Source: an optimization exercise on an open RTL-to-GDS flow (aim: small area, a short achievable clock period and few clock cycles per item). Production flows keep margins and buffers that such runs may drop. The RTL was checked by simulation tests, not by an equivalence proof against the original design. Power figures rest on the tool's default switching activity, not on a simulated workload.

==> config.mk <==
export PLATFORM = sky130hd
export DESIGN_NAME = shortest_job_first_queue_top
export DESIGN_NICKNAME = shortest_job_first_queue_top
export VERILOG_FILES = /design/flow/design.v
export SDC_FILE = /design/flow/constraint.sdc
export NUM_CORES = 4
export LEC_CHECK = 0
export ABC_AREA = 1
export CAP_MARGIN = 20
export CORE_MARGIN = 2
export CORE_UTILIZATION = 40
export SETUP_SLACK_MARGIN = 1.5
export SLEW_MARGIN = 20
==> constraint.sdc <==
create_clock -name core_clock -period 4.0 [get_ports {aclk}]
set_input_delay 0.8000 -clock core_clock [delete_from_list [all_inputs] [get_ports {aclk}]]
set_output_delay 0.8000 -clock core_clock [all_outputs]
set_load 0.01 [all_outputs]
==> design.v <==
`default_nettype none
package sjfq_pkg;
    localparam int QUEUE_DEPTH = 16;
    localparam int CNT_W       = $clog2(QUEUE_DEPTH + 1);
    localparam int TAG_W       = 5;
    localparam int TIME_W      = 16;
    localparam int SUM_W       = 20;
    localparam int STATUS_W    = 2;
    localparam logic [TAG_W-1:0]    POS_MAX = {TAG_W{1'b1}};
    localparam logic [SUM_W-1:0]    SUM_MAX = {SUM_W{1'b1}};
    localparam logic [STATUS_W-1:0] STATUS_OK    = 2'd0;
    localparam logic [STATUS_W-1:0] STATUS_FULL  = 2'd1;
    localparam logic [STATUS_W-1:0] STATUS_EMPTY = 2'd2;
    localparam logic KIND_ENQ = 1'b0;
    localparam logic KIND_DEQ = 1'b1;
    typedef struct packed {
        logic load1;       
        logic load2;       
        logic exec;        
        logic v2_n;        
        logic out_load;    
    } sjfq_cmd_t;
    localparam int RES_W = STATUS_W + TAG_W + 1 + SUM_W + TIME_W + TAG_W;
endpackage
`default_nettype wire
`default_nettype none
import sjfq_pkg::*;
module sjfq_ctrl
(
    input  wire       aclk,
    input  wire       aresetn,
    input  wire       s_tvalid,
    output logic      s_tready,
    output logic      m_tvalid,
    input  wire       m_tready,
    output sjfq_pkg::sjfq_cmd_t cmd
);
    logic v1, v2, ov, any_free;
    logic v1_n, v2_n;
    logic out_free, exec, load2, adv1, acc;
    assign m_tvalid = ov;
    assign out_free = ~ov | m_tready;
    assign exec     = v2 & out_free;
    assign load2    = ~v2 | out_free;      
    assign adv1     = v1 & load2;
    assign s_tready = any_free | m_tready;   
    assign acc      = s_tvalid & s_tready;
    assign v1_n = acc | (v1 & ~adv1);
    assign v2_n = adv1 | (v2 & ~exec);
    assign cmd.load1    = s_tready;
    assign cmd.load2    = load2;
    assign cmd.exec     = exec;
    assign cmd.v2_n     = v2_n;
    assign cmd.out_load = out_free;
    always_ff @(posedge aclk) begin
        if (!aresetn) begin
            v1       <= 1'b0;
            v2       <= 1'b0;
            ov       <= 1'b0;
            any_free <= 1'b1;
        end else begin
            v1       <= v1_n;
            v2       <= v2_n;
            ov       <= exec | (ov & ~m_tready);
            any_free <= ~v1_n | ~v2_n | ~(exec | (ov & ~m_tready));
        end
    end
endmodule
`default_nettype wire
`default_nettype none
import sjfq_pkg::*;
module sjfq_dp
(
    input  wire                 aclk,
    input  wire                 aresetn,
    input  sjfq_pkg::sjfq_cmd_t cmd,
    input  wire                 in_kind,
    input  wire  [TIME_W-1:0]   in_time,
    output logic [RES_W-1:0]    res
);
    localparam int N      = QUEUE_DEPTH;
    localparam int STAG_W = 4;
    logic              k1;
    logic [TIME_W-1:0] t1;
    logic              k2;
    logic [TIME_W-1:0] t2;
    logic [N-1:0]      kb;
    logic [TIME_W-1:0] st [N];
    logic [STAG_W-1:0] sg [N];
    logic [CNT_W-1:0]  count;
    logic [SUM_W-1:0]  total;     
    logic              tsat;
    logic [TAG_W-1:0]  pos;
    logic [RES_W-1:0]  out_r, res_n;
    logic [N-1:0]      cmp, kb_n;
    logic              cmp_a;
    logic              full, empty, ins, deq;
    function automatic logic le16(input logic [TIME_W-1:0] a, input logic [TIME_W-1:0] b);
        logic [TIME_W-1:0] g, l;
        g = a & ~b;
        l = ~a & b;
        for (int w = 1; w < TIME_W; w = w * 2) begin
            for (int j = 0; j + w < TIME_W; j = j + 2 * w) begin
                g[j] = g[j + w] | (~l[j + w] & g[j]);
                l[j] = l[j + w] | (~g[j + w] & l[j]);
            end
        end
        le16 = ~g[0];
    endfunction
    always_ff @(posedge aclk) begin
        if (cmd.load1) begin
            k1 <= in_kind;
            t1 <= in_time;
        end
    end
    always_comb begin
        for (int i = 0; i < N; i++) begin
            cmp[i] = (CNT_W'(i) < count) && le16(st[i], t1);
        end
    end
    assign cmp_a = le16(t2, t1);
    always_comb begin
        for (int i = 0; i < N; i++) begin
            if (ins_ok) begin
                if (kb[i])
                    kb_n[i] = cmp[i];
                else if (i == 0 || kb[(i == 0) ? 0 : i - 1])
                    kb_n[i] = cmp_a;
                else
                    kb_n[i] = cmp[(i == 0) ? 0 : i - 1];
            end else if (deq_ok) begin
                kb_n[i] = (i == N - 1) ? 1'b0 : cmp[(i == N - 1) ? i : i + 1];
            end else begin
                kb_n[i] = cmp[i];
            end
        end
    end
    assign full  = (count == CNT_W'(N));
    assign empty = (count == '0);
    logic              ins_ok, deq_ok, k2_n;
    logic [CNT_W-1:0]  count_n;
    assign ins  = cmd.exec && ins_ok;
    assign deq  = cmd.exec && deq_ok;
    assign k2_n = cmd.load2 ? k1 : k2;
    always_ff @(posedge aclk) begin
        if (!aresetn) begin
            ins_ok <= 1'b0;
            deq_ok <= 1'b0;
        end else begin
            ins_ok <= cmd.v2_n && (k2_n == KIND_ENQ) && (count_n != CNT_W'(N));
            deq_ok <= cmd.v2_n && (k2_n == KIND_DEQ) && (count_n != '0);
        end
    end
    always_ff @(posedge aclk) begin
        if (cmd.load2) begin
            k2      <= k1;
            t2      <= t1;
            kb      <= kb_n;
        end
    end
    localparam int SLOT_W = STAG_W + TIME_W;
    logic [SLOT_W-1:0] sl [N];
    logic [SLOT_W-1:0] sl_n [N];
    logic [SLOT_W-1:0] sl_new;
    logic [N-1:0]      s_hold, s_prev, s_next, s_new;
    assign sl_new = {count[STAG_W-1:0], t2};
    always_comb begin
        for (int i = 0; i < N; i++) begin
            s_next[i] = deq && (i < N - 1);
            s_new[i]  = ins && !kb[i] && (i == 0 || kb[(i == 0) ? 0 : i - 1]);
            s_prev[i] = ins && (i > 0) && !kb[(i == 0) ? 0 : i - 1];
            s_hold[i] = !s_next[i] && !(ins && !kb[i]);
        end
        for (int i = 0; i < N; i++) begin
            sl_n[i] = ({SLOT_W{s_hold[i]}} & sl[i])
                    | ({SLOT_W{s_new[i]}}  & sl_new)
                    | ({SLOT_W{s_prev[i]}} & sl[(i == 0) ? 0 : i - 1])
                    | ({SLOT_W{s_next[i]}} & sl[(i == N - 1) ? i : i + 1]);
        end
    end
    always_ff @(posedge aclk) begin
        for (int i = 0; i < N; i++) begin
            sl[i] <= sl_n[i];
        end
    end
    always_comb begin
        for (int i = 0; i < N; i++) begin
            st[i] = sl[i][TIME_W-1:0];
            sg[i] = sl[i][SLOT_W-1:TIME_W];
        end
    end
    logic [SUM_W-1:0]  ut;        
    logic              usat;
    logic [SUM_W:0]    u_deq, u_ins;
    logic [SUM_W-1:0]  sum;
    logic              late;
    logic [TAG_W-1:0]  cnt_inc, cnt_dec, head_tag;
    assign u_deq    = {1'b0, ut} + (SUM_W+1)'(st[1]);
    assign u_ins    = {1'b0, total} + (SUM_W+1)'(t2);
    assign sum      = usat ? SUM_MAX : ut;
    assign late     = pos[TAG_W-1] || (sg[0] < pos[STAG_W-1:0]);
    assign cnt_inc  = TAG_W'(count) + TAG_W'(1);
    assign cnt_dec  = TAG_W'(count) - TAG_W'(1);
    assign head_tag = TAG_W'(sg[0]) + TAG_W'(1);
    always_comb begin
        if (k2 == KIND_ENQ) begin
            if (full)
                res_n = {STATUS_FULL, TAG_W'(N), 1'b0, SUM_W'(0), TIME_W'(0), TAG_W'(0)};
            else
                res_n = {STATUS_OK, cnt_inc, 1'b0, SUM_W'(0), TIME_W'(0), cnt_inc};
        end else begin
            if (empty)
                res_n = {STATUS_EMPTY, TAG_W'(0), 1'b0, SUM_W'(0), TIME_W'(0), TAG_W'(0)};
            else
                res_n = {STATUS_OK, cnt_dec, late, sum, st[0], head_tag};
        end
    end
    always_ff @(posedge aclk) begin
        if (cmd.out_load) out_r <= res_n;
    end
    assign res = out_r;
    always_comb begin
        count_n = count;
        if (ins) count_n = count + CNT_W'(1);
        if (deq) count_n = count - CNT_W'(1);
    end
    always_ff @(posedge aclk) begin
        if (!aresetn) begin
            count <= '0;
            total <= '0;
            tsat  <= 1'b0;
            ut    <= '0;
            usat  <= 1'b0;
            pos   <= '0;
        end else begin
            count <= count_n;
            if (deq) begin
                if (count == CNT_W'(1)) begin
                    total <= '0;
                    tsat  <= 1'b0;
                    ut    <= '0;
                    usat  <= 1'b0;
                    pos   <= '0;
                end else begin
                    total <= ut;
                    tsat  <= usat;
                    ut    <= u_deq[SUM_W-1:0];
                    usat  <= usat || u_deq[SUM_W];
                    pos   <= (pos == POS_MAX) ? pos : pos + TAG_W'(1);
                end
            end else if (s_new[0]) begin
                ut   <= u_ins[SUM_W-1:0];
                usat <= tsat || u_ins[SUM_W];
            end
        end
    end
endmodule
`default_nettype wire
`default_nettype none
import sjfq_pkg::*;
module shortest_job_first_queue_top
(
    input  wire         aclk,
    input  wire         aresetn,
    input  wire         s_tvalid,
    output logic        s_tready,
    input  wire  [15:0] s_tdata,    
    input  wire  [0:0]  s_tuser,    
    output logic        m_tvalid,
    input  wire         m_tready,
    output logic [47:0] m_tdata,    
    output logic [1:0]  m_tuser     
);
    sjfq_pkg::sjfq_cmd_t cmd;
    logic [RES_W-1:0]    res;
    sjfq_ctrl u_ctrl (
        .aclk     (aclk),
        .aresetn  (aresetn),
        .s_tvalid (s_tvalid),
        .s_tready (s_tready),
        .m_tvalid (m_tvalid),
        .m_tready (m_tready),
        .cmd      (cmd)
    );
    sjfq_dp u_dp (
        .aclk     (aclk),
        .aresetn  (aresetn),
        .cmd      (cmd),
        .in_kind  (s_tuser[0]),
        .in_time  (s_tdata[TIME_W-1:0]),
        .res      (res)
    );
    assign m_tdata = {1'b0, res[RES_W-3:0]};
    assign m_tuser = res[RES_W-1:RES_W-2];
endmodule
`default_nettype wire
==> run.sh <==
#!/bin/bash
# synth_recipe.tcl (not shown) runs the flow's synth.tcl, then flattens the netlist and writes it again
# the make line also repeats each setting of config.mk as NAME=value (left out here)
make -C /OpenROAD-flow-scripts/flow DESIGN_CONFIG=/design/flow/config.mk WORK_HOME=/design/flow/orfs CLKGATE_MAP_FILE= SYNTH_SCRIPT=/design/flow/synth_recipe.tcl finish
==> flow_metrics.env, run 1 <==
export IMPL_period_minus_slack_ps=2443
export IMPL_synth_lib_cells_used_distinct=51
export IMPL_timing_critical_path_slowest_stage_cell="sky130_fd_sc_hd__clkdlybuf4s50_1"
export IMPL_clk_insertion_delay_late_ps=630
export IMPL_sum_of_overflow_across_all_layers_after_global_routing=0
export IMPL_cts_buffers=55
export IMPL_row_count=97
export IMPL_ys_async_sr_fraction=0
export IMPL_detailed_place_area_um2=29690
export IMPL_worst_setup_path_startpoint="u_ctrl.ov"
export IMPL_source_of_the_worst_register_to_register_timing_path="u_dp.deq_ok"
export IMPL_min_delay_start="u_dp.tsat"
export IMPL_power_total_mw=14.86
export IMPL_clockRootBuffer="sky130_fd_sc_hd__clkbuf_16"
export IMPL_via_count=28600
export IMPL_critPathArrivalTime_ps=1640
export IMPL_power_density_cell_area_nw_per_um2=463.7
export IMPL_placement_io_buffers=71
export IMPL_drc=0
export IMPL_fin_cells=5263
export IMPL_clkSinkCount=477
export IMPL_drt_wl_total_mm=96.16
export IMPL_post_route_util=0.4584
export IMPL_ir_worst_vdd_mv=0.3273
export IMPL_syn2layout_area_growth_pct=13.83
export IMPL_path_clk_slew_ps=60
export IMPL_worst_hold_path_endpoint="u_dp.tsat"
export IMPL_final_seq_area_um2=10530
export IMPL_synth_top_area_cell="sky130_fd_sc_hd__dfxtp_1"
export IMPL_antenna_found_initial=0
export IMPL_max_cap_violations=0
export IMPL_yosysSeqAreaShare=0.3741
export IMPL_rsz0062_at_grt="true"
export IMPL_number_of_top_level_pins=73
export IMPL_fin_tns_setup_ps=0
export IMPL_criticalPathCategory="flop to output pin"
export IMPL_layout_cells_most_common="sky130_fd_sc_hd__nand2_1"
export IMPL_worst_path_max_fanout=2
export IMPL_place_inst=5122
export IMPL_die_width_um=269.3
export IMPL_timing_worst_slew_pin_value_ps=987.1
export IMPL_critical_path_startpoint_type="flop"
export IMPL_commonest_cells_after_routing_fill_and_taps_aside="sky130_fd_sc_hd__nand2_1 (1322), sky130_fd_sc_hd__inv_1 (411), sky130_fd_sc_hd__dfxtp_1 (379), sky130_fd_sc_hd__o21ai_0 (367), sky130_fd_sc_hd__nor2_1 (303)"
export IMPL_max_clock_path_buffers=3
export IMPL_cp_slowest_stage_delay_ps=580
export IMPL_rrSetupSlack_ps=1580
export IMPL_timing_rr_end="u_dp.sl[12][6]"
export IMPL_postSynthAreaPerCell_um2=6.628
export IMPL_design_die_area_um2=72510
export IMPL_critPathRequiredTime_ps=3200
export IMPL_slew_headroom=0.3419
export IMPL_synth_warning_count=6
export IMPL_postSynthNetCount=4312
export IMPL_synthCells=4247
export IMPL_clock_skew_final_ps=26.76
export IMPL_dominantRegCellSynth="sky130_fd_sc_hd__dfxtp_1"
export IMPL_final_layout_size_suffix_gt1_frac=0.07149
export IMPL_synth_edff_count=98
export IMPL_initial_utilization=0.4027
export IMPL_drtAntennaViolNets=0
export IMPL_multi_input_area_um2=14990
export IMPL_drtPass1Iterations=6
export IMPL_critical_path_endpoint_type="output pin"
export IMPL_n_fill_cell=7293
export IMPL_run_status="finished clean"
export IMPL_worst_hold_path_type="flop to flop"
export IMPL_dr_first_iter_drc_count=2856
export IMPL_min_path_cells=2
export IMPL_coreArea_um2=69910
export IMPL_final_clock_period_utilization_by_the_worst_path=0.6109
export IMPL_hold_buffers=0
export IMPL_finalNetCount=4341
export IMPL_number_of_global_route_vias_before_repair=26540
export IMPL_finalSetupViolCount=0
export IMPL_clock_tree_htree_level_count=2
export IMPL_synth_top_area_frac=0.2695
export IMPL_grt_max_degree=168
export IMPL_post_synth_instance_area_um2=28150
export IMPL_grt_pass1_wl_mm=150.7
export IMPL_crit_chain="clkdlybuf4s50_1"
export IMPL_viasPerCell=5.435
export IMPL_critical_path_buffers_and_inverters=1
export IMPL_all_layer_gr_usage=0.2568
export IMPL_tritoncts="yes"
export IMPL_worst_r2r_path_depth=6
export IMPL_die_height_um=269.3
export IMPL_critical_path_top_delay_family="buffers and inverters"
export IMPL_fmax_mhz=409.3
export IMPL_netlist_top_cells_area="sky130_fd_sc_hd__dfxtp_1 (27%), sky130_fd_sc_hd__nand2_1 (18%), sky130_fd_sc_hd__edfxtp_1 (10%)"
export IMPL_yosys_register_bits=477
export IMPL_total_count_of_hold_check_failures_in_the_final_report=0
export IMPL_stdcell_area_um2=32040
export IMPL_power_leakage_nw=14.43
export IMPL_post_dp_hpwl_mm=71.80
export IMPL_place_gp_congestion=0.9729
export IMPL_final_max_slew_violation_count=0
export IMPL_route_detailed_wl_per_inst_um=18.27
-- worst max-delay path by stage --
| stage | end | slack [ps] | cells after the start |
|---|---|---|---|
| after global placement | u_dp.sl[9][18] | 420 | 10 |
| after CTS | u_dp.ut[10] | 1510 | 14 |
| final | m_tvalid | 1560 | 1 |
| after floorplan | u_dp.deq_ok | 1520 | 7 |
| after detailed placement | u_dp.sl[9][17] | 350 | 10 |
| after global routing | u_dp.kb[15] | 1410 | 15 |
-- synthesized netlist by cell type, types with 2 or more instances --
cell type                  number
sky130_fd_sc_hd__a21oi_1      263
sky130_fd_sc_hd__buf_2        107
sky130_fd_sc_hd__inv_2         24
sky130_fd_sc_hd__buf_4         13
sky130_fd_sc_hd__nand3b_1      18
sky130_fd_sc_hd__clkbuf_1      90
sky130_fd_sc_hd__fa_1           2
sky130_fd_sc_hd__or2_2          9
sky130_fd_sc_hd__xor2_1         7
sky130_fd_sc_hd__nor2_4         8
sky130_fd_sc_hd__nor3_1         8
sky130_fd_sc_hd__nand2_2        3
sky130_fd_sc_hd__clkinv_1       3
sky130_fd_sc_hd__buf_6          6
sky130_fd_sc_hd__buf_1          9
sky130_fd_sc_hd__a21o_1         7
sky130_fd_sc_hd__inv_1        420
sky130_fd_sc_hd__o21bai_1       6
sky130_fd_sc_hd__nor2_1       308
sky130_fd_sc_hd__a22oi_1      139
sky130_fd_sc_hd__dfxtp_1      379
sky130_fd_sc_hd__nand4_1       69
sky130_fd_sc_hd__o211ai_1     116
sky130_fd_sc_hd__o21ai_0      374
sky130_fd_sc_hd__o22ai_1       17
sky130_fd_sc_hd__o21ai_1       33
sky130_fd_sc_hd__o21a_1        17
sky130_fd_sc_hd__edfxtp_1      98
sky130_fd_sc_hd__a31oi_1        5
sky130_fd_sc_hd__nor2_2         8
sky130_fd_sc_hd__ha_1          42
sky130_fd_sc_hd__o221ai_1       4
sky130_fd_sc_hd__xnor2_1        3
sky130_fd_sc_hd__nor3b_1        3
sky130_fd_sc_hd__nand3_1      273
sky130_fd_sc_hd__nand2_1     1335
sky130_fd_sc_hd__a21oi_2        7
-- what timing repair did --
action / in CTS / in global routing
buffers inserted: 21 / 16
setup endpoints to repair: 342 / 125
pin swaps: 4 / 0
resized for setup: 27 / 37
-- layout make-up --
class                   count  area share
inverters                 449     0.05404
diodes                      1  0.00007810
repair buffers            197     0.05514
multi-input cells        3096      0.4679
clock buffers              80     0.04869
clock inverters            23    0.008786
well taps                 940     0.03671
flip-flops and latches    477      0.3286
-- layer usage --
metal | wire [um] | vias to the layer above | global-route usage | part of all wire
met5 | 0 | - | 0 | 0
met1 | 42220 | 13220 | 0.3432 | 0.44
li1 | - | 14180 | - | -
met4 | 3928 | 0 | 0.1037 | 0.041
met3 | 5837 | 192 | 0.02743 | 0.061
met2 | 44170 | 1013 | 0.4241 | 0.46
-- state kept, by name, indices dropped and copies added (netlist names), 5 cells and up --
name and cells:
u_dp.count 5, u_dp.sl 320, u_dp.total 20, u_dp.ut 20, u_dp.out_r 49, u_dp.t2 16
u_dp.t1 16, u_dp.pos 5, u_dp.kb 16
-- through the flow --
| step | setup WS, ps | hold WS [ps] |
|---|---|---|
| floorplan | 1518 | 420.6 |
| global placement | 423.9 | 456.1 |
| detailed placement | 349.0 | 460.7 |
| CTS | 1508 | 469.6 |
| global route | 1412 | 490.2 |
| finish | 1557 | 466.7 |
-- power by group --
group	switching, mW	internal [mW]	total, mW
combinational	1.97	1.09	3.07
clock	2.18	3.09	5.27
sequential	0.823	5.70	6.53
total	4.97	9.89	14.9
-- logic make-up after synthesis --
group                      after synthesis  synth area share
and+or+nand+nor                       2048            0.2996
AOI/OAI and AO/OA                      993            0.2049
buffers and inverters                  674           0.09810
DFF                                    477            0.3741
adders and majority gates               44           0.02009
xor gates and xnor gates                10          0.003112
other                                    1         0.0001332
Testbench counts, summed over its fixed seeds: cycles 12,024, items 12,000.
==> run 2, diff against run 1 <==
--- a/config.mk
+++ b/config.mk
@@ -10,4 +10,5 @@
 export CORE_MARGIN = 2
 export CORE_UTILIZATION = 40
-export SETUP_SLACK_MARGIN = 1.5
+export CTS_BUF_LIST = sky130_fd_sc_hd__clkbuf_4 sky130_fd_sc_hd__clkbuf_8
+export SETUP_SLACK_MARGIN = 1.7
 export SLEW_MARGIN = 20
==> run 2 against run 1 <==
Highest routed layer unchanged. Sequential power barely moved. Non-clock buffer count grew 29. Still clean on timing, DRC and antenna. Sequential cell count stayed put. Routed wire length rose by 4.4%. Final cell count up 1.7%. Combinational power up 2%. Clock skew fell by 11 ps. Final area is 1.4% higher. Global-route usage rose by 0.97 points. Clock power is 8.2% lower. Largest cell class unchanged. Via count increased by 2.5%.
==> flow_metrics.env, run 2 <==
export IMPL_run_status="finished clean"
export IMPL_antenna_found_initial=1
export IMPL_layout_cells_most_common="sky130_fd_sc_hd__nand2_1"
export IMPL_reg_with_most_ffs="u_dp.sl"
export IMPL_finalNetCount=4404
export IMPL_viasPerCell=5.475
export IMPL_dr_first_iter_drc_count=3036
export IMPL_clkSinkCount=477
export IMPL_critPathRequiredTime_ps=4590
export IMPL_total_count_of_hold_check_failures_in_the_final_report=0
export IMPL_timing_critical_path_slowest_stage_cell="sky130_fd_sc_hd__edfxtp_1"
export IMPL_worst_hold_path_type="flop to flop"
export IMPL_final_layout_size_suffix_gt1_frac=0.09927
export IMPL_power_density_cell_area_nw_per_um2=446.5
export IMPL_yosys_register_bits=477
export IMPL_cp_slowest_stage_delay_ps=400
export IMPL_clk_insertion_delay_late_ps=690
export IMPL_cts_buffers=87
export IMPL_critPathArrivalTime_ps=2840
export IMPL_postSynthNetCount=4312
export IMPL_synthCells=4247
export IMPL_largest_register_ffs=320
export IMPL_tritoncts="yes"
export IMPL_power_leakage_nw=14.91
export IMPL_placement_io_buffers=71
export IMPL_crit_chain="buf_6 > ha_2 > inv_2 > fa_2 > inv_2 > nand3_1 > nand2_2 > a21oi_4 > inv_2 > nand3_2 > nand2_1 > nand2_1 > nand3_1 > nand3_1 > nand2_1 > inv_1"
export IMPL_synth_commonest_cells="sky130_fd_sc_hd__nand2_1 (1335), sky130_fd_sc_hd__inv_1 (420), sky130_fd_sc_hd__dfxtp_1 (379)"
export IMPL_number_of_top_level_pins=73
export IMPL_initial_utilization=0.4027
export IMPL_n_fill_cell=7233
export IMPL_sum_of_overflow_across_all_layers_after_global_routing=0
export IMPL_netlist_top_cells_area="sky130_fd_sc_hd__dfxtp_1 (27%), sky130_fd_sc_hd__nand2_1 (18%), sky130_fd_sc_hd__edfxtp_1 (10%)"
export IMPL_fin_tns_setup_ps=0
export IMPL_synth_warning_count=6
export IMPL_drc=0
export IMPL_timing_worst_slew_pin_value_ps=845.0
export IMPL_post_synth_instance_area_um2=28150
export IMPL_max_cap_violations=0
export IMPL_row_count=97
export IMPL_critical_path_top_delay_family="simple AND/OR/NAND/NOR gates"
export IMPL_finalSetupViolCount=0
export IMPL_path_clk_slew_ps=60
export IMPL_period_minus_slack_ps=2256
export IMPL_post_dp_hpwl_mm=72.66
export IMPL_drtPass1Iterations=8
export IMPL_criticalPathCategory="flop to flop"
export IMPL_route_detailed_wl_per_inst_um=18.75
export IMPL_fmax_mhz=443.3
export IMPL_commonest_cells_after_routing_fill_and_taps_aside="sky130_fd_sc_hd__nand2_1 (1314), sky130_fd_sc_hd__inv_1 (409), sky130_fd_sc_hd__dfxtp_1 (376), sky130_fd_sc_hd__o21ai_0 (351), sky130_fd_sc_hd__nor2_1 (299)"
export IMPL_coreArea_um2=69910
export IMPL_via_count=29310
export IMPL_rsz0062_at_grt="true"
export IMPL_worst_path_max_fanout=4
export IMPL_largestRegisters="u_dp.sl (320), u_dp.out_r (49)"
export IMPL_critical_path_buffers_and_inverters=5
export IMPL_die_height_um=269.3
export IMPL_synth_edff_count=98
export IMPL_number_of_global_route_vias_before_repair=27560
export IMPL_design_die_area_um2=72510
export IMPL_critical_path_startpoint_type="flop"
export IMPL_drt_wl_total_mm=100.4
export IMPL_synth_most_common_cell="sky130_fd_sc_hd__nand2_1"
export IMPL_grt_max_degree=66
export IMPL_syn2layout_area_growth_pct=15.41
export IMPL_place_gp_congestion=0.9660
export IMPL_ir_worst_vdd_mv=0.2579
export IMPL_yosysSeqAreaShare=0.3741
export IMPL_max_clock_path_buffers=3
export IMPL_critical_path_endpoint_type="flop"
export IMPL_dominantRegCellSynth="sky130_fd_sc_hd__dfxtp_1"
export IMPL_postSynthAreaPerCell_um2=6.628
export IMPL_clock_skew_final_ps=15.89
export IMPL_final_clock_period_utilization_by_the_worst_path=0.5640
export IMPL_grt_pass1_wl_mm=155.2
export IMPL_slew_headroom=0.4359
export IMPL_drtAntennaViolNets=0
export IMPL_ys_async_sr_fraction=0
export IMPL_fin_hold_ws_ps=473.9
export IMPL_synth_top_area_frac=0.2695
export IMPL_clock_tree_htree_level_count=3
export IMPL_clockRootBuffer="sky130_fd_sc_hd__clkbuf_8"
export IMPL_synth_lib_cells_used_distinct=51
export IMPL_synth_top_area_cell="sky130_fd_sc_hd__dfxtp_1"
export IMPL_die_width_um=269.3
export IMPL_final_max_slew_violation_count=0
export IMPL_all_layer_gr_usage=0.2665
## run 2: cell types whose count changed in the layout (fill, tap and decap cells not counted), sizes merged
cell           change
bufbuf             +1
dlygate4sd2       +49
clkinv            +18
clkinvlp           +4
bufinv             -5
buf               +26
inv                -6
clkbuf            +53
clkdlybuf4s50     -50
## run 2: timing repair
action,CTS,global route
resized for setup,89,86
pin swaps,8,10
endpoints found under the setup margin,485,265
cloned,2,3
hold buffers,0,0
endpoints found under the hold margin,0,0
buffers inserted,47,14
## run 2: final timing paths
| check | start | endpoint | slack, ps | depth (start not counted) |
|---|---|---|---|---|
| hold / removal | u_dp.tsat | u_dp.tsat | 470 | 2 |
| setup / recovery | u_dp.t2[0] | u_dp.ut[14] | 1740 | 16 |
| hold reg to reg | u_dp.tsat | u_dp.tsat | 470 | 2 |
| setup reg to reg | u_dp.t2[0] | u_dp.ut[14] | 1740 | 16 |
## run 2: routing by layer
metal  wire length [um]  GRT usage
met1              43400     0.3450
met2              46070     0.4422
met3               6350    0.03544
met4               4537     0.1208
met5                  0          0
## run 2: per-stage QoR
stage | setup WS, ps | total power, mW | cells | utilization | instance area, um^2
after detailed placement | 701.0 | 9.555 | 5124 | 0.4261 | 29790
after floorplan | 1672 | 8.559 | 4247 | - | 28300
final | 1744 | 14.51 | 5353 | 0.4647 | 32480
after global routing | 1555 | 15.29 | 5353 | 0.4647 | 32480
after CTS | 1552 | 14.45 | 5335 | 0.4586 | 32060
after global placement | 726.5 | 9.539 | 5124 | 0.4261 | 29790
## run 2: kinds of logic (layout without fill, tap and decap cells)
kind of cell             after synthesis  in the layout  synth area share
AND/OR/NAND/NOR                     2048           2048            0.2996
XOR/XNOR                              10             10          0.003112
AO/OA/AOI/OAI                        993            993            0.2049
other                                  1              2         0.0001332
adder cells (fa/ha/maj)               44             44           0.02009
buffers and inverters                674            839           0.09810
flip-flops                           477            477            0.3741
## run 2: where the power goes
| part | total, mW | switching (mW) | internal (mW) | leakage, nW |
|---|---|---|---|---|
| clock network | 4.84 | 2.22 | 2.63 | 0.947 |
| registers | 6.52 | 0.817 | 5.70 | 4.28 |
| logic | 3.14 | 2.02 | 1.12 | 9.68 |
## run 2: cell type report
type / instances / area, um^2 / share of cell area
Clock buffer: 130 / 1602 / 0.04930
Inverter: 449 / 1755 / 0.05404
Tap cell: 940 / 1176 / 0.03621
Sequential cell: 477 / 10530 / 0.3243
Clock inverter: 32 / 178.9 / 0.005508
Multi-Input combinational cell: 3096 / 15140 / 0.4660
Timing Repair Buffer: 226 / 2087 / 0.06425
Antenna cell: 1 / 2.502 / 0.00007703
Timing Repair inverter: 2 / 12.51 / 0.0003852
## run 2: worst register-to-register path: stages, from the launching register on
cell	delay, ps
sky130_fd_sc_hd__edfxtp_1	400
sky130_fd_sc_hd__buf_6	150
sky130_fd_sc_hd__ha_2	180
sky130_fd_sc_hd__inv_2	50
sky130_fd_sc_hd__fa_2	380
sky130_fd_sc_hd__inv_2	70
sky130_fd_sc_hd__nand3_1	70
sky130_fd_sc_hd__nand2_2	140
sky130_fd_sc_hd__a21oi_4	90
sky130_fd_sc_hd__inv_2	90
sky130_fd_sc_hd__nand3_2	90
sky130_fd_sc_hd__nand2_1	70
sky130_fd_sc_hd__nand2_1	50
sky130_fd_sc_hd__nand3_1	90
sky130_fd_sc_hd__nand3_1	130
sky130_fd_sc_hd__nand2_1	90
sky130_fd_sc_hd__inv_1	30
==> run 3, diff against run 2 <==
--- a/config.mk
+++ b/config.mk
@@ -9,6 +9,5 @@
 export CAP_MARGIN = 20
 export CORE_MARGIN = 2
-export CORE_UTILIZATION = 40
-export CTS_BUF_LIST = sky130_fd_sc_hd__clkbuf_4 sky130_fd_sc_hd__clkbuf_8
+export CORE_UTILIZATION = 55
 export SETUP_SLACK_MARGIN = 1.7
 export SLEW_MARGIN = 20
==> run 3 against run 2 <==
Sequential power is essentially flat. Highest routed layer unchanged. Still clean. Largest cell class unchanged. Register-to-register slack about the same. Largest power group unchanged. First-iteration DRC count shrank 1.2%. Sequential cell count stayed put. Routed wire length is 5.0% lower. Via count is 0.16% lower. Count of clock-buffer cells in the layout decreased by 56. Final cell count is 5.9% lower. Synthesized cell count unchanged.
==> flow_metrics.env, run 3 <==
export IMPL_run_status="finished clean"
export IMPL_criticalPathCategory="flop to output pin"
export IMPL_timing_worst_slew_pin_value_ps=824.5
export IMPL_layout_cells_most_common="sky130_fd_sc_hd__nand2_1"
export IMPL_hold_buffers=0
export IMPL_critPathRequiredTime_ps=3200
export IMPL_grt_pass1_wl_mm=147.2
export IMPL_largest_register_ffs=320
export IMPL_clk_insertion_delay_late_ps=620
export IMPL_slew_headroom=0.4496
export IMPL_reg_with_most_ffs="u_dp.sl"
export IMPL_min_delay_start="u_ctrl.v1"
export IMPL_source_of_the_worst_register_to_register_timing_path="u_dp.t1[9]"
export IMPL_critical_path_startpoint_type="flop"
export IMPL_num_antenna_cells=0
export IMPL_dr_first_iter_drc_count=2999
export IMPL_multi_input_area_um2=15180
export IMPL_worst_hold_path_type="flop to flop"
export IMPL_final_layout_size_suffix_gt1_frac=0.08870
export IMPL_post_synth_instance_area_um2=28150
export IMPL_cp_slowest_stage_delay_ps=530
export IMPL_worst_path_max_fanout=1
export IMPL_all_layer_gr_usage=0.3471
export IMPL_syn2layout_area_growth_pct=15.05
export IMPL_dominantRegCellSynth="sky130_fd_sc_hd__dfxtp_1"
export IMPL_number_of_global_route_vias_before_repair=26940
export IMPL_initial_utilization=0.5588
export IMPL_drc=0
export IMPL_synth_warning_count=6
export IMPL_final_clock_period_utilization_by_the_worst_path=0.5659
export IMPL_coreArea_um2=50380
export IMPL_clkSinkCount=477
export IMPL_period_minus_slack_ps=2264
export IMPL_rrSetupSlack_ps=1750
export IMPL_clock_skew_final_ps=19.60
export IMPL_sum_of_overflow_across_all_layers_after_global_routing=0
export IMPL_crit_chain="clkdlybuf4s50_1"
export IMPL_clockRootBuffer="sky130_fd_sc_hd__clkbuf_16"
export IMPL_path_clk_slew_ps=60
export IMPL_placement_io_buffers=71
export IMPL_total_count_of_hold_check_failures_in_the_final_report=0
export IMPL_number_of_top_level_pins=73
export IMPL_fin_tns_setup_ps=0
export IMPL_power_density_cell_area_nw_per_um2=452.1
export IMPL_finalSetupViolCount=0
export IMPL_timing_critical_path_slowest_stage_cell="sky130_fd_sc_hd__clkdlybuf4s50_1"
export IMPL_synthCells=4247
export IMPL_power_leakage_nw=14.98
export IMPL_critical_path_endpoint_type="output pin"
export IMPL_yosysSeqAreaShare=0.3741
export IMPL_netlist_top_cells_area="sky130_fd_sc_hd__dfxtp_1 (27%), sky130_fd_sc_hd__nand2_1 (18%), sky130_fd_sc_hd__edfxtp_1 (10%)"
export IMPL_design_die_area_um2=53000
export IMPL_postSynthNetCount=4312
export IMPL_die_height_um=230.2
export IMPL_synth_most_common_cell="sky130_fd_sc_hd__nand2_1"
export IMPL_ir_worst_vdd_mv=0.3522
export IMPL_critical_path_buffers_and_inverters=1
export IMPL_max_clock_path_buffers=3
export IMPL_clock_tree_htree_level_count=2
export IMPL_fmax_mhz=441.8
export IMPL_synth_commonest_cells="sky130_fd_sc_hd__nand2_1 (1335), sky130_fd_sc_hd__inv_1 (420), sky130_fd_sc_hd__dfxtp_1 (379)"
export IMPL_postSynthAreaPerCell_um2=6.628
export IMPL_worst_r2r_path_depth=15
export IMPL_via_count=29260
export IMPL_die_width_um=230.2
export IMPL_synth_top_area_frac=0.2695
export IMPL_synth_lib_cells_used_distinct=51
export IMPL_yosys_register_bits=477
export IMPL_synth_top_area_cell="sky130_fd_sc_hd__dfxtp_1"
export IMPL_antenna_found_initial=0
export IMPL_critPathArrivalTime_ps=1460
export IMPL_post_dp_hpwl_mm=69.33
export IMPL_largestRegisters="u_dp.sl (320), u_dp.out_r (49)"
export IMPL_cts_buffers=54
export IMPL_worst_hold_path_endpoint="u_ctrl.any_free"
export IMPL_min_path_cells=1
export IMPL_viasPerCell=5.811
export IMPL_final_max_slew_violation_count=0
export IMPL_grt_max_degree=105
export IMPL_final_seq_area_um2=10530
export IMPL_tritoncts="yes"
export IMPL_ys_async_sr_fraction=0
export IMPL_drtAntennaViolNets=0
export IMPL_synth_edff_count=98
export IMPL_power_total_mw=14.64
export IMPL_max_cap_violations=0
export IMPL_critical_path_top_delay_family="buffers and inverters"
export IMPL_route_detailed_wl_per_inst_um=18.94
export IMPL_row_count=82
export IMPL_commonest_cells_after_routing_fill_and_taps_aside="sky130_fd_sc_hd__nand2_1 (1318), sky130_fd_sc_hd__inv_1 (409), sky130_fd_sc_hd__dfxtp_1 (379), sky130_fd_sc_hd__o21ai_0 (349), sky130_fd_sc_hd__nor2_1 (295)"
export IMPL_place_gp_congestion=0.9372
export IMPL_timing_rr_end="u_dp.kb[6]"
export IMPL_n_fill_cell=4731
export IMPL_drtPass1Iterations=6
export IMPL_drt_wl_total_mm=95.34
export IMPL_rsz0062_at_grt="true"
export IMPL_finalNetCount=4384
-- run 3: metal layers --
layer  part of all wire  GRT usage
met1               0.42     0.4422
met2               0.47     0.5905
met5                  0          0
met3              0.065    0.04055
met4              0.046     0.1560
-- run 3: what timing repair did --
item,in CTS,in global routing
endpoints found under the setup margin,393,258
gates cloned,0,5
buffers inserted,39,28
resized for setup,51,128
pin swaps,4,13
-- run 3: how the worst max path moves through the flow --
stage	startpoint	endpoint	slack, ps	cells past startpoint
2_1_floorplan	m_tready	u_dp.ins_ok	1670	8
3_5_place_dp	m_tready	u_dp.sl[6][18]	550	10
4_1_cts	m_tready	s_tready	1570	3
5_1_grt	u_dp.sl[1][3]	u_dp.ut[15]	1650	12
3_3_place_gp	m_tready	u_dp.sl[6][16]	560	10
6_report	u_dp.out_r[31]	m_tdata[31]	1740	1
-- run 3: area by class of cell --
class | instances | area share
inverters | 449 | 0.05506
flip-flops and latches | 477 | 0.3252
repair buffers | 238 | 0.07090
repair inverters | 2 | 0.0005023
well taps | 672 | 0.02596
multi-input cells | 3097 | 0.4688
clock inverters | 26 | 0.007032
clock buffers | 74 | 0.04660
-- run 3: report_power, final --
part | internal, mW | switching [mW] | leakage, nW
logic | 1.14 | 2.04 | 9.85
clock network | 2.88 | 2.09 | 0.850
registers | 5.70 | 0.789 | 4.28
-- run 3: logic make-up after synthesis --
kind of cell	share of synthesized area
buffers and inverters	0.09810
XOR/XNOR	0.003112
other	0.0001332
adder cells (fa/ha/maj)	0.02009
AND/OR/NAND/NOR	0.2996
flip-flops	0.3741
AO/OA/AOI/OAI	0.2049
-- run 3: per-stage QoR --
step	util	instance area (um^2)	hold slack [ps]	worst slack, ps	cells
6_report	0.6428	32380	478.7	1736	5035
5_1_grt	0.6428	32380	503.6	1645	5035
4_1_cts	0.6294	31700	481.6	1575	5002
3_5_place_dp	0.5867	29550	468.1	548.1	4863
3_3_place_gp	0.5867	29550	457.4	561.4	4863
2_1_floorplan	-	28300	420.6	1672	4247
==> run 4, diff against run 3 <==
--- a/config.mk
+++ b/config.mk
@@ -10,4 +10,5 @@
 export CORE_MARGIN = 2
 export CORE_UTILIZATION = 55
-export SETUP_SLACK_MARGIN = 1.7
+export CTS_BUF_LIST = sky130_fd_sc_hd__clkbuf_4 sky130_fd_sc_hd__clkbuf_8
+export SETUP_SLACK_MARGIN = 1.8
 export SLEW_MARGIN = 20
==> run 4 against run 3 <==
Still clean. Sequential cell count stayed put. Final area is 3.4% higher. Non-clock buffer count is 13 higher. Utilization is 2.2 points higher. Sequential power is 1% higher. Via count is 3.3% higher. Worst hold slack worse by 32 ps. Global-route usage is 3.3 points higher. Sequential share of layout area is 1.1 points lower.
==> flow_metrics.env, run 4 <==
export IMPL_synth_lib_cells_used_distinct=51
export IMPL_finalSetupViolCount=0
export IMPL_row_count=82
export IMPL_drtAntennaViolNets=0
export IMPL_fin_cells=5105
export IMPL_detailedPlace_worstSlack_ps=626.2
export IMPL_netlist_top_cells_area="sky130_fd_sc_hd__dfxtp_1 (27%), sky130_fd_sc_hd__nand2_1 (18%), sky130_fd_sc_hd__edfxtp_1 (10%)"
export IMPL_placement_io_buffers=71
export IMPL_sequential_power_share=0.440
export IMPL_antenna_found_initial=0
export IMPL_synth_top_area_frac=0.2695
export IMPL_source_of_the_worst_register_to_register_timing_path="u_dp.t2[5]"
export IMPL_reg_with_most_ffs="u_dp.sl"
export IMPL_timing_rr_end="u_dp.ut[6]"
export IMPL_finalNetCount=4429
export IMPL_grt_max_degree=84
export IMPL_layout_cells_most_common="sky130_fd_sc_hd__nand2_1"
export IMPL_sw_frac_of_total=0.3509
export IMPL_die_width_um=230.2
export IMPL_post_route_util=0.6650
export IMPL_synthCells=4247
export IMPL_yosysSeqAreaShare=0.3741
export IMPL_max_clock_path_buffers=3
export IMPL_period_minus_slack_ps=2218
export IMPL_yosys_register_bits=477
export IMPL_coreArea_um2=50380
export IMPL_all_layer_gr_usage=0.3800
export IMPL_cts_buffers=86
export IMPL_rrSetupSlack_ps=1790
export IMPL_fmax_mhz=450.8
export IMPL_design_die_area_um2=53000
export IMPL_critPathRequiredTime_ps=3200
export IMPL_place_inst=4845
export IMPL_criticalPathCategory="flop to output pin"
export IMPL_num_antenna_cells=0
export IMPL_drtPass1Iterations=8
export IMPL_clk_insertion_delay_late_ps=710
export IMPL_slew_headroom=0.3633
export IMPL_ys_async_sr_fraction=0
export IMPL_synth_edff_count=98
export IMPL_min_delay_start="u_ctrl.v1"
export IMPL_final_clock_period_utilization_by_the_worst_path=0.5546
export IMPL_dominantRegCellSynth="sky130_fd_sc_hd__dfxtp_1"
export IMPL_timing_worst_slew_pin_value_ps=953.9
export IMPL_synth_commonest_cells="sky130_fd_sc_hd__nand2_1 (1335), sky130_fd_sc_hd__inv_1 (420), sky130_fd_sc_hd__dfxtp_1 (379)"
export IMPL_min_path_cells=1
export IMPL_power_density_cell_area_nw_per_um2=444.6
export IMPL_clkSinkCount=477
export IMPL_power_share_combinational=0.229
export IMPL_worst_setup_path_startpoint="u_ctrl.any_free"
export IMPL_sum_of_overflow_across_all_layers_after_global_routing=0
export IMPL_synth_most_common_cell="sky130_fd_sc_hd__nand2_1"
export IMPL_route_detailed_wl_per_inst_um=20.65
export IMPL_power_net_switching_mw=5.226
export IMPL_internal_power_mw=9.666
export IMPL_power_leakage_nw=15.28
export IMPL_initial_utilization=0.5588
export IMPL_commonest_cells_after_routing_fill_and_taps_aside="sky130_fd_sc_hd__nand2_1 (1290), sky130_fd_sc_hd__inv_1 (403), sky130_fd_sc_hd__dfxtp_1 (373), sky130_fd_sc_hd__o21ai_0 (315), sky130_fd_sc_hd__nor2_1 (279)"
export IMPL_post_synth_instance_area_um2=28150
export IMPL_power_total_mw=14.89
export IMPL_post_route_worst_setup_slack_ps=1782
export IMPL_synth_top_area_cell="sky130_fd_sc_hd__dfxtp_1"
export IMPL_dr_first_iter_drc_count=3416
export IMPL_worst_hold_path_endpoint="u_ctrl.any_free"
export IMPL_drc=0
export IMPL_worst_path_max_fanout=2
export IMPL_total_count_of_hold_check_failures_in_the_final_report=0
export IMPL_rsz0062_at_grt="true"
export IMPL_fin_tns_setup_ps=0
export IMPL_largestRegisters="u_dp.sl (320), u_dp.out_r (49)"
export IMPL_number_of_global_route_vias_before_repair=28140
export IMPL_post_dp_hpwl_mm=71.07
export IMPL_clock_tree_htree_level_count=3
export IMPL_max_cap_violations=0
export IMPL_tritoncts="yes"
export IMPL_grt_pass1_wl_mm=158.4
export IMPL_critical_path_endpoint_type="output pin"
export IMPL_worst_hold_path_type="flop to flop"
export IMPL_hold_buffers=0
export IMPL_viasPerCell=5.918
export IMPL_synth_warning_count=6
export IMPL_ir_worst_vdd_mv=0.4014
export IMPL_power_clock_fraction=0.330
export IMPL_clock_skew_final_ps=39.73
export IMPL_final_layout_size_suffix_gt1_frac=0.1372
export IMPL_largest_register_ffs=320
export IMPL_via_count=30210
export IMPL_worst_r2r_path_depth=11
export IMPL_critical_path_startpoint_type="flop"
export IMPL_drt_wl_total_mm=105.4
export IMPL_die_height_um=230.2
export IMPL_path_clk_slew_ps=60
export IMPL_run_status="finished clean"
export IMPL_postSynthNetCount=4312
export IMPL_number_of_top_level_pins=73
export IMPL_postSynthAreaPerCell_um2=6.628
export IMPL_final_max_slew_violation_count=0
export IMPL_clockRootBuffer="sky130_fd_sc_hd__clkbuf_8"
export IMPL_place_gp_congestion=0.9418
export IMPL_critPathArrivalTime_ps=1420
export IMPL_syn2layout_area_growth_pct=19.01
==> run 4: worst max-delay path: stages (launching register included) <==
cell,delay (ps)
sky130_fd_sc_hd__dfxtp_1,300
sky130_fd_sc_hd__or2_4,290
sky130_fd_sc_hd__buf_6,140
==> run 4: worst max path at each step <==
stage | endpoint
after global placement | u_dp.sl[6][16]
after floorplan | u_dp.ins_ok
after CTS | s_tready
after detailed placement | u_dp.sl[6][18]
final | s_tready
after global routing | u_dp.kb[15]
==> run 4: power by group through the flow <==
| stage | logic [mW] | clock network (mW) | registers, mW |
|---|---|---|---|
| 3_3_place_gp | 2.96 | 0 | 6.63 |
| 2_1_floorplan | 2.28 | 0 | 6.29 |
| 4_1_cts | 3.12 | 4.94 | 6.50 |
| 6_report | 3.42 | 4.92 | 6.56 |
| 3_5_place_dp | 2.99 | 0 | 6.63 |
| 5_1_grt | 3.80 | 5.16 | 6.62 |
==> run 4: timing repair <==
action	in CTS	in global routing
gates resized for setup	136	185
cloned	3	8
hold endpoints to repair	0	0
buffers inserted	42	50
setup endpoints to repair	470	126
pin swaps	8	34
==> run 4: kinds of logic after synthesis <==
family / after synthesis / share of synthesized area
adder cells (fa/ha/maj): 44 / 0.02009
buffers and inverters: 674 / 0.09810
AND/OR/NAND/NOR: 2048 / 0.2996
AO/OA/AOI/OAI: 993 / 0.2049
other: 1 / 0.0001332
XOR/XNOR: 10 / 0.003112
flip-flops: 477 / 0.3741
==> run 4: area by class of cell <==
cell class                      count  area, um^2
Fill cell                        4576       16880
Multi-Input combinational cell   3096       15900
Sequential cell                   477       10540
Timing Repair Buffer              251        2570
Inverter                          449        1808
Clock buffer                      137        1692
Tap cell                          672       840.8
Clock inverter                     20       123.9
Timing Repair inverter              3       23.77
==> run 4: per-layer routing <==
metal	wire length (um)	track usage	vias to the layer above	part of all wire
met5	0	0	-	0
met4	7190	0.2272	0	0.068
met3	9467	0.06672	379	0.090
met2	47130	0.6176	1587	0.45
met1	41630	0.4722	13880	0.39
li1	-	-	14360	-
==> run 4: stage by stage <==
step	hold WS (ps)	area, um^2
2_1_floorplan	420.6	28730
3_3_place_gp	455.7	29650
3_5_place_dp	455.8	29650
4_1_cts	441.4	32110
5_1_grt	479.4	33500
6_report	446.7	33500
==> run 5, diff against run 4 <==
--- a/config.mk
+++ b/config.mk
@@ -11,4 +11,5 @@
 export CORE_UTILIZATION = 55
 export CTS_BUF_LIST = sky130_fd_sc_hd__clkbuf_4 sky130_fd_sc_hd__clkbuf_8
-export SETUP_SLACK_MARGIN = 1.8
+export SETUP_SLACK_MARGIN = 1.7
 export SLEW_MARGIN = 20
+export TNS_END_PERCENT = 10
==> run 5 against run 4 <==
Still clean on timing, DRC and antenna. Final cell count down 0.74%. Utilization down 3.2 points. Fmax down 11%. Die area unchanged. First-iteration DRC count down 16%. Total power down 2.2%. Critical path depth up 1. Clock skew down 3.6 ps. Sequential power down 1%. Worst setup slack worse by 270 ps. Count of clock-buffer cells in the layout down 16. Highest routed layer unchanged.
==> flow_metrics.env, run 5 <==
export IMPL_post_route_util=0.6334
export IMPL_largestRegisters="u_dp.sl (320), u_dp.out_r (49)"
export IMPL_synth_adder_area_share=0.02009
export IMPL_run_status="finished clean"
export IMPL_number_of_global_route_vias_before_repair=27160
export IMPL_syn2layout_area_growth_pct=13.36
export IMPL_grt_pass1_wl_mm=147.9
export IMPL_drtPass1Iterations=6
export IMPL_netlist_top_cells_area="sky130_fd_sc_hd__dfxtp_1 (27%), sky130_fd_sc_hd__nand2_1 (18%), sky130_fd_sc_hd__edfxtp_1 (10%)"
export IMPL_postSynthNetCount=4312
export IMPL_clockRootBuffer="sky130_fd_sc_hd__clkbuf_8"
export IMPL_total_count_of_hold_check_failures_in_the_final_report=0
export IMPL_worst_hold_path_type="flop to flop"
export IMPL_period_minus_slack_ps=2483
export IMPL_fmax_mhz=402.7
export IMPL_place_inst=4857
export IMPL_path_clk_slew_ps=60
export IMPL_drtAntennaViolNets=0
export IMPL_yosysSeqAreaShare=0.3741
export IMPL_detailedPlace_worstSlack_ps=537.0
export IMPL_design_die_area_um2=53000
export IMPL_synth_area_mux_share=0
export IMPL_ys_async_sr_fraction=0
export IMPL_synth_commonest_cells="sky130_fd_sc_hd__nand2_1 (1335), sky130_fd_sc_hd__inv_1 (420), sky130_fd_sc_hd__dfxtp_1 (379)"
export IMPL_multi_input_area_um2=15050
export IMPL_drt_wl_total_mm=94.24
export IMPL_slew_headroom=0.4458
export IMPL_placement_io_buffers=71
export IMPL_clk_insertion_delay_late_ps=700
export IMPL_post_synth_instance_area_um2=28150
export IMPL_synth_top_family_by_area="simple AND/OR/NAND/NOR gates"
export IMPL_yosys_register_bits=477
export IMPL_clock_tree_htree_level_count=3
export IMPL_hold_buffers=0
export IMPL_all_layer_gr_usage=0.3493
export IMPL_final_max_slew_violation_count=0
export IMPL_ir_worst_vdd_mv=0.3697
export IMPL_antenna_found_initial=1
export IMPL_route_detailed_wl_per_inst_um=18.60
export IMPL_synth_top_area_cell="sky130_fd_sc_hd__dfxtp_1"
export IMPL_fin_cells=5067
export IMPL_fin_tns_setup_ps=0
export IMPL_critical_path_endpoint_type="output pin"
export IMPL_final_seq_area_um2=10530
export IMPL_commonest_cells_after_routing_fill_and_taps_aside="sky130_fd_sc_hd__nand2_1 (1319), sky130_fd_sc_hd__inv_1 (410), sky130_fd_sc_hd__dfxtp_1 (377), sky130_fd_sc_hd__o21ai_0 (369), sky130_fd_sc_hd__nor2_1 (302)"
export IMPL_final_clock_period_utilization_by_the_worst_path=0.6209
export IMPL_die_height_um=230.2
export IMPL_synth_xor_xnor_area_share=0.003112
export IMPL_post_route_worst_setup_slack_ps=1517
export IMPL_n_fill_cell=4833
export IMPL_place_gp_congestion=0.9358
export IMPL_synthSimpleGateAreaFrac=0.2996
export IMPL_power_leakage_nw=14.58
export IMPL_critical_path_startpoint_type="input port"
export IMPL_synth_lib_cells_used_distinct=51
export IMPL_critPathArrivalTime_ps=1680
export IMPL_max_cap_violations=0
export IMPL_rsz0062_at_grt="true"
export IMPL_viasPerCell=5.753
export IMPL_finalNetCount=4390
export IMPL_power_density_cell_area_nw_per_um2=456.3
export IMPL_largest_register_ffs=320
export IMPL_criticalPathCategory="input port to output pin"
export IMPL_finalSetupViolCount=0
export IMPL_layout_cells_most_common="sky130_fd_sc_hd__nand2_1"
export IMPL_clock_skew_final_ps=36.13
export IMPL_synth_warning_count=6
export IMPL_via_count=29150
export IMPL_min_path_cells=2
export IMPL_coreArea_um2=50380
export IMPL_synth_most_common_cell="sky130_fd_sc_hd__nand2_1"
export IMPL_row_count=82
export IMPL_clkSinkCount=477
export IMPL_final_layout_size_suffix_gt1_frac=0.09126
export IMPL_cts_buffers=86
export IMPL_synth_top_area_frac=0.2695
export IMPL_initial_utilization=0.5588
export IMPL_worst_path_max_fanout=2
export IMPL_worst_r2r_path_depth=12
export IMPL_dr_first_iter_drc_count=2859
export IMPL_critPathRequiredTime_ps=3200
export IMPL_post_dp_hpwl_mm=68.85
export IMPL_max_clock_path_buffers=3
export IMPL_number_of_top_level_pins=73
export IMPL_grt_max_degree=129
export IMPL_tritoncts="yes"
export IMPL_die_width_um=230.2
export IMPL_postSynthAreaPerCell_um2=6.628
export IMPL_drc=0
export IMPL_reg_with_most_ffs="u_dp.sl"
export IMPL_timing_worst_slew_pin_value_ps=830.2
export IMPL_synthCells=4247
export IMPL_dominantRegCellSynth="sky130_fd_sc_hd__dfxtp_1"
export IMPL_fraction_of_the_mapped_netlist_area_in_compound_gates=0.2049
export IMPL_sum_of_overflow_across_all_layers_after_global_routing=0
export IMPL_synth_edff_count=98
==> run 5: cell counts after synthesis <==
Identical to the previous run, type by type.
==> run 5: metal layers <==
metal | track usage | routed length [um] | share of wire | up-vias
li1 | - | - | - | 14290
met1 | 0.4391 | 38880 | 0.41 | 13410
met2 | 0.5882 | 44060 | 0.47 | 1195
met3 | 0.04018 | 6462 | 0.069 | 255
met4 | 0.1865 | 4834 | 0.051 | 0
met5 | 0 | 0 | 0 | -
==> run 5: worst paths after layout <==
kind | slack [ps] | endpoint | start
min | 470 | u_dp.sl[15][19] | u_dp.sl[15][19]
max reg2reg | 1650 | u_dp.ut[13] | u_dp.t2[3]
max | 1520 | s_tready | m_tready
min reg2reg | 470 | u_dp.sl[15][19] | u_dp.sl[15][19]
==> run 5: worst max-delay path, cell delays in order <==
cell and delay, ps:
sky130_fd_sc_hd__dlygate4sd2_1 280, sky130_fd_sc_hd__or2_4 290, sky130_fd_sc_hd__dlygate4sd2_1 310
==> run 5: layout make-up <==
type / instances / share of cell area
multi-input cells: 3097 / 0.4718
flip-flops and latches: 477 / 0.3301
repair buffers: 213 / 0.06011
inverters: 449 / 0.05474
clock buffers: 121 / 0.04749
well taps: 672 / 0.02635
clock inverters: 36 / 0.009137
repair inverters: 1 / 0.0002353
diodes: 1 / 0.00007843
==> run 5: cell families after synthesis <==
kind of cell | Yosys count
xor gates and xnor gates | 10
and+or+nand+nor | 2048
buffers and inverters | 674
other | 1
adders and majority gates | 44
DFF | 477
AOI/OAI and AO/OA | 993
==> run 5: what timing repair did <==
item,CTS,global route
setup endpoints to repair,473,386
pin swaps,1,8
resized for setup,23,53
setup buffers,32,18
gates cloned,1,1
==> run 5: power by group <==
part           internal, mW  switching (mW)
logic                  1.11            2.01
clock network          2.72            2.22
registers              5.70           0.791
total                  9.53            5.03
==> run 5: through the flow <==
stage                     area, um^2  hold slack [ps]  power (mW)
after floorplan                28270            420.6       8.557
after global placement         29440            455.5       9.487
after detailed placement       29440            460.7       9.517
after CTS                      31570            476.5       14.48
after global routing           31910            514.8       15.32
final                          31910            475.0       14.56
==> run 6, diff against run 5 <==
--- a/config.mk
+++ b/config.mk
@@ -13,3 +13,2 @@
 export SETUP_SLACK_MARGIN = 1.7
 export SLEW_MARGIN = 20
-export TNS_END_PERCENT = 10
==> run 6 against run 5 <==
Synthesized cell count is the same. Sequential cell count is the same. Total power grew 0.27%. Sequential power is essentially flat. Sequential share of layout area shrank 0.33 points. Final cell count grew 0.20%. Critical endpoint is now u_dp.kb[6]. Routed wire length grew 1.0%. Still clean on timing, DRC and antenna. Utilization grew 0.63 points. Worst setup slack gained 230 ps. Highest routed layer unchanged.
==> flow_metrics.env, run 6 <==
export IMPL_run_status="finished clean"
export IMPL_layout_cells_most_common="sky130_fd_sc_hd__nand2_1"
export IMPL_sum_of_overflow_across_all_layers_after_global_routing=0
export IMPL_final_max_slew_violation_count=0
export IMPL_path_clk_slew_ps=70
export IMPL_synth_warning_count=6
export IMPL_period_minus_slack_ps=2249
export IMPL_drc=0
export IMPL_largestRegisters="u_dp.sl (320), u_dp.out_r (49)"
export IMPL_number_of_top_level_pins=73
export IMPL_power_share_combinational=0.214
export IMPL_drt_wl_total_mm=95.22
export IMPL_final_seq_area_um2=10530
export IMPL_drtAntennaViolNets=0
export IMPL_die_height_um=230.2
export IMPL_power_clock_fraction=0.341
export IMPL_min_delay_start="u_ctrl.v1"
export IMPL_die_width_um=230.2
export IMPL_viasPerCell=5.758
export IMPL_coreArea_um2=50380
export IMPL_synthCells=4247
export IMPL_row_count=82
export IMPL_place_gp_congestion=0.9372
export IMPL_number_of_global_route_vias_before_repair=27260
export IMPL_synth_edff_count=98
export IMPL_synth_lib_cells_used_distinct=51
export IMPL_timing_worst_slew_pin_value_ps=826.9
export IMPL_yosysSeqAreaShare=0.3741
export IMPL_initial_utilization=0.5588
export IMPL_worst_hold_path_type="flop to flop"
export IMPL_placement_io_buffers=71
export IMPL_most_frequent_cell_on_the_critical_path="sky130_fd_sc_hd__nand2_1"
export IMPL_netlist_top_cells_area="sky130_fd_sc_hd__dfxtp_1 (27%), sky130_fd_sc_hd__nand2_1 (18%), sky130_fd_sc_hd__edfxtp_1 (10%)"
export IMPL_fmax_mhz=444.7
export IMPL_cts_buffers=85
export IMPL_critical_path_endpoint_type="flop"
export IMPL_n_fill_cell=4811
export IMPL_fin_hold_ws_ps=479.1
export IMPL_syn2layout_area_growth_pct=14.48
export IMPL_ir_worst_vdd_mv=0.3174
export IMPL_ys_async_sr_fraction=0
export IMPL_yosys_register_bits=477
export IMPL_synth_top_area_cell="sky130_fd_sc_hd__dfxtp_1"
export IMPL_commonest_cells_after_routing_fill_and_taps_aside="sky130_fd_sc_hd__nand2_1 (1319), sky130_fd_sc_hd__inv_1 (411), sky130_fd_sc_hd__dfxtp_1 (378), sky130_fd_sc_hd__o21ai_0 (349), sky130_fd_sc_hd__nor2_1 (299)"
export IMPL_reg_with_most_ffs="u_dp.sl"
export IMPL_postSynthAreaPerCell_um2=6.628
export IMPL_synth_most_common_cell="sky130_fd_sc_hd__nand2_1"
export IMPL_synth_top_area_frac=0.2695
export IMPL_critical_path_top_delay_family="simple AND/OR/NAND/NOR gates"
export IMPL_finalNetCount=4402
export IMPL_sw_frac_of_total=0.3402
export IMPL_critical_path_buffers_and_inverters=3
export IMPL_source_of_the_worst_register_to_register_timing_path="u_dp.t2[0]"
export IMPL_dr_first_iter_drc_count=2821
export IMPL_critPathRequiredTime_ps=4430
export IMPL_clkSinkCount=477
export IMPL_post_dp_hpwl_mm=69.33
export IMPL_slew_headroom=0.4480
export IMPL_antenna_found_initial=1
export IMPL_power_leakage_nw=14.90
export IMPL_internal_power_mw=9.634
export IMPL_multi_input_area_um2=15170
export IMPL_postSynthNetCount=4312
export IMPL_post_synth_instance_area_um2=28150
export IMPL_rsz0062_at_grt="true"
export IMPL_timing_critical_path_slowest_stage_cell="sky130_fd_sc_hd__edfxtp_1"
export IMPL_worst_path_max_fanout=7
export IMPL_all_layer_gr_usage=0.3510
export IMPL_fin_tns_setup_ps=0
export IMPL_final_clock_period_utilization_by_the_worst_path=0.5622
export IMPL_synth_commonest_cells="sky130_fd_sc_hd__nand2_1 (1335), sky130_fd_sc_hd__inv_1 (420), sky130_fd_sc_hd__dfxtp_1 (379)"
export IMPL_dominantRegCellSynth="sky130_fd_sc_hd__dfxtp_1"
export IMPL_clk_insertion_delay_late_ps=680
export IMPL_max_clock_path_buffers=3
export IMPL_cp_slowest_stage_delay_ps=510
export IMPL_critical_path_startpoint_type="flop"
export IMPL_hold_buffers=0
export IMPL_grt_max_degree=105
export IMPL_worst_setup_path_startpoint="u_dp.t2[0]"
export IMPL_total_count_of_hold_check_failures_in_the_final_report=0
export IMPL_via_count=29230
export IMPL_largest_register_ffs=320
export IMPL_finalSetupViolCount=0
export IMPL_criticalPathCategory="flop to flop"
export IMPL_design_die_area_um2=53000
export IMPL_drtPass1Iterations=6
export IMPL_grt_pass1_wl_mm=148.4
export IMPL_crit_chain="buf_4 > buf_4 > nand2_1 > o21ai_0 > nand3_1 > nand2_1 > nand2_1 > nand2_4 > nand2_4 > nand2_8 > inv_2 > nand2_1 > nand3_1 > nand2_1 > nand2_1"
export IMPL_clock_tree_htree_level_count=3
export IMPL_clockRootBuffer="sky130_fd_sc_hd__clkbuf_8"
export IMPL_power_density_cell_area_nw_per_um2=453.1
export IMPL_route_detailed_wl_per_inst_um=18.76
export IMPL_sequential_power_share=0.445
export IMPL_max_cap_violations=0
export IMPL_power_net_switching_mw=4.967
export IMPL_final_layout_size_suffix_gt1_frac=0.09973
export IMPL_tritoncts="yes"
export IMPL_clock_skew_final_ps=31.86
export IMPL_critPathArrivalTime_ps=2680
==> run 6: cell counts after synthesis <==
No cell type changed its count.
==> run 6: kinds of logic (layout without fill, tap and decap cells) <==
kind of cell	count (synthesis)	after routing	share of synthesized area
adder cells (fa/ha/maj)	44	44	0.02009
flip-flops	477	477	0.3741
AND/OR/NAND/NOR	2048	2049	0.2996
buffers and inverters	674	828	0.09810
AO/OA/AOI/OAI	993	993	0.2049
XOR/XNOR	10	10	0.003112
other	1	4	0.0001332
==> run 6: final timing paths <==
check / to / slack, ps / cells past startpoint
setup reg to reg: u_dp.kb[6] / 1750 / 15
hold reg to reg: u_ctrl.any_free / 480 / 1
setup / recovery: u_dp.kb[6] / 1750 / 15
hold / removal: u_ctrl.any_free / 480 / 1
==> run 6: metrics by stage <==
step / util / area, um^2 / power (mW) / setup slack [ps] / cells
CTS: 0.6306 / 31770 / 14.50 / 1575 / 5056
finish: 0.6397 / 32220 / 14.60 / 1751 / 5077
global placement: 0.5867 / 29550 / 9.479 / 561.4 / 4863
floorplan: - / 28300 / 8.559 / 1672 / 4247
global route: 0.6396 / 32220 / 15.38 / 1668 / 5075
detailed placement: 0.5867 / 29550 / 9.509 / 548.1 / 4863
==> run 6: layout make-up <==
| cell class | count | share of cell area |
|---|---|---|
| tap | 672 | 0.02609 |
| sequential | 477 | 0.3268 |
| multi-input combinational | 3097 | 0.4708 |
| timing repair inverter | 1 | 0.0002330 |
| antenna | 3 | 0.0002330 |
| clock inverter | 19 | 0.005630 |
| inverter | 449 | 0.05467 |
| clock buffer | 133 | 0.05118 |
| timing repair buffer | 226 | 0.06434 |
==> run 6: metal layers <==
metal,vias up,part of all wire,GRT usage
met5,-,0,0
met4,0,0.045,0.1726
met3,218,0.066,0.03906
met2,1164,0.47,0.5937
met1,13550,0.41,0.4454
li1,14300,-,-
==> run 6: timing repair <==
item	4_1_cts	5_1_grt
setup buffers	41	15
hold endpoints to repair	0	0
pin swaps	3	6
setup endpoints to repair	414	238
gates resized for setup	90	82
cloned	0	3
==> run 6: power by group through the flow <==
stage | Combinational, mW | Clock, mW | Sequential (mW)
3_3_place_gp | 2.90 | 0 | 6.58
6_report | 3.13 | 4.97 | 6.50
2_1_floorplan | 2.27 | 0 | 6.29
5_1_grt | 3.54 | 5.25 | 6.59
3_5_place_dp | 2.93 | 0 | 6.58
4_1_cts | 3.02 | 5.02 | 6.46

-- what the ideal ports hide --
The results above use ideal ports. As a check the final layouts listed here were re-extracted and re-timed, cells and wires unchanged. Step 1 sets driving cells, clkbuf_16 on the clock port and buf_2 on the other inputs (assumed; they add their load-dependent delay and slew). Step 2 also shifts input and output timing later by t, the mid clock arrival at the registers, as if the neighbouring blocks saw the same clock. Slacks: ideal ports / drivers / drivers and shift; pairs: ideal ports / drivers.
run	shift t [ns]	setup WS [ns]	latest minus earliest clock arrival (ns)
run 1	0.677	1.557 / 1.497 / 1.028	0.027 / 0.027
run 2	0.740	1.744 / 1.729 / 1.132	0.017 / 0.017
run 3	0.667	1.736 / 1.677 / 1.307	0.022 / 0.022
run 4	0.745	1.782 / 1.723 / 1.274	0.043 / 0.042
run 5	0.744	1.517 / 1.498 / 0.963	0.036 / 0.036
run 6	0.723	1.751 / 1.718 / 1.310	0.033 / 0.034
After both steps setup and hold are still met in every run listed. For run 2, which loses most, drivers alone change the setup slack by -0.015 ns; drivers and shift together by -0.612 ns.
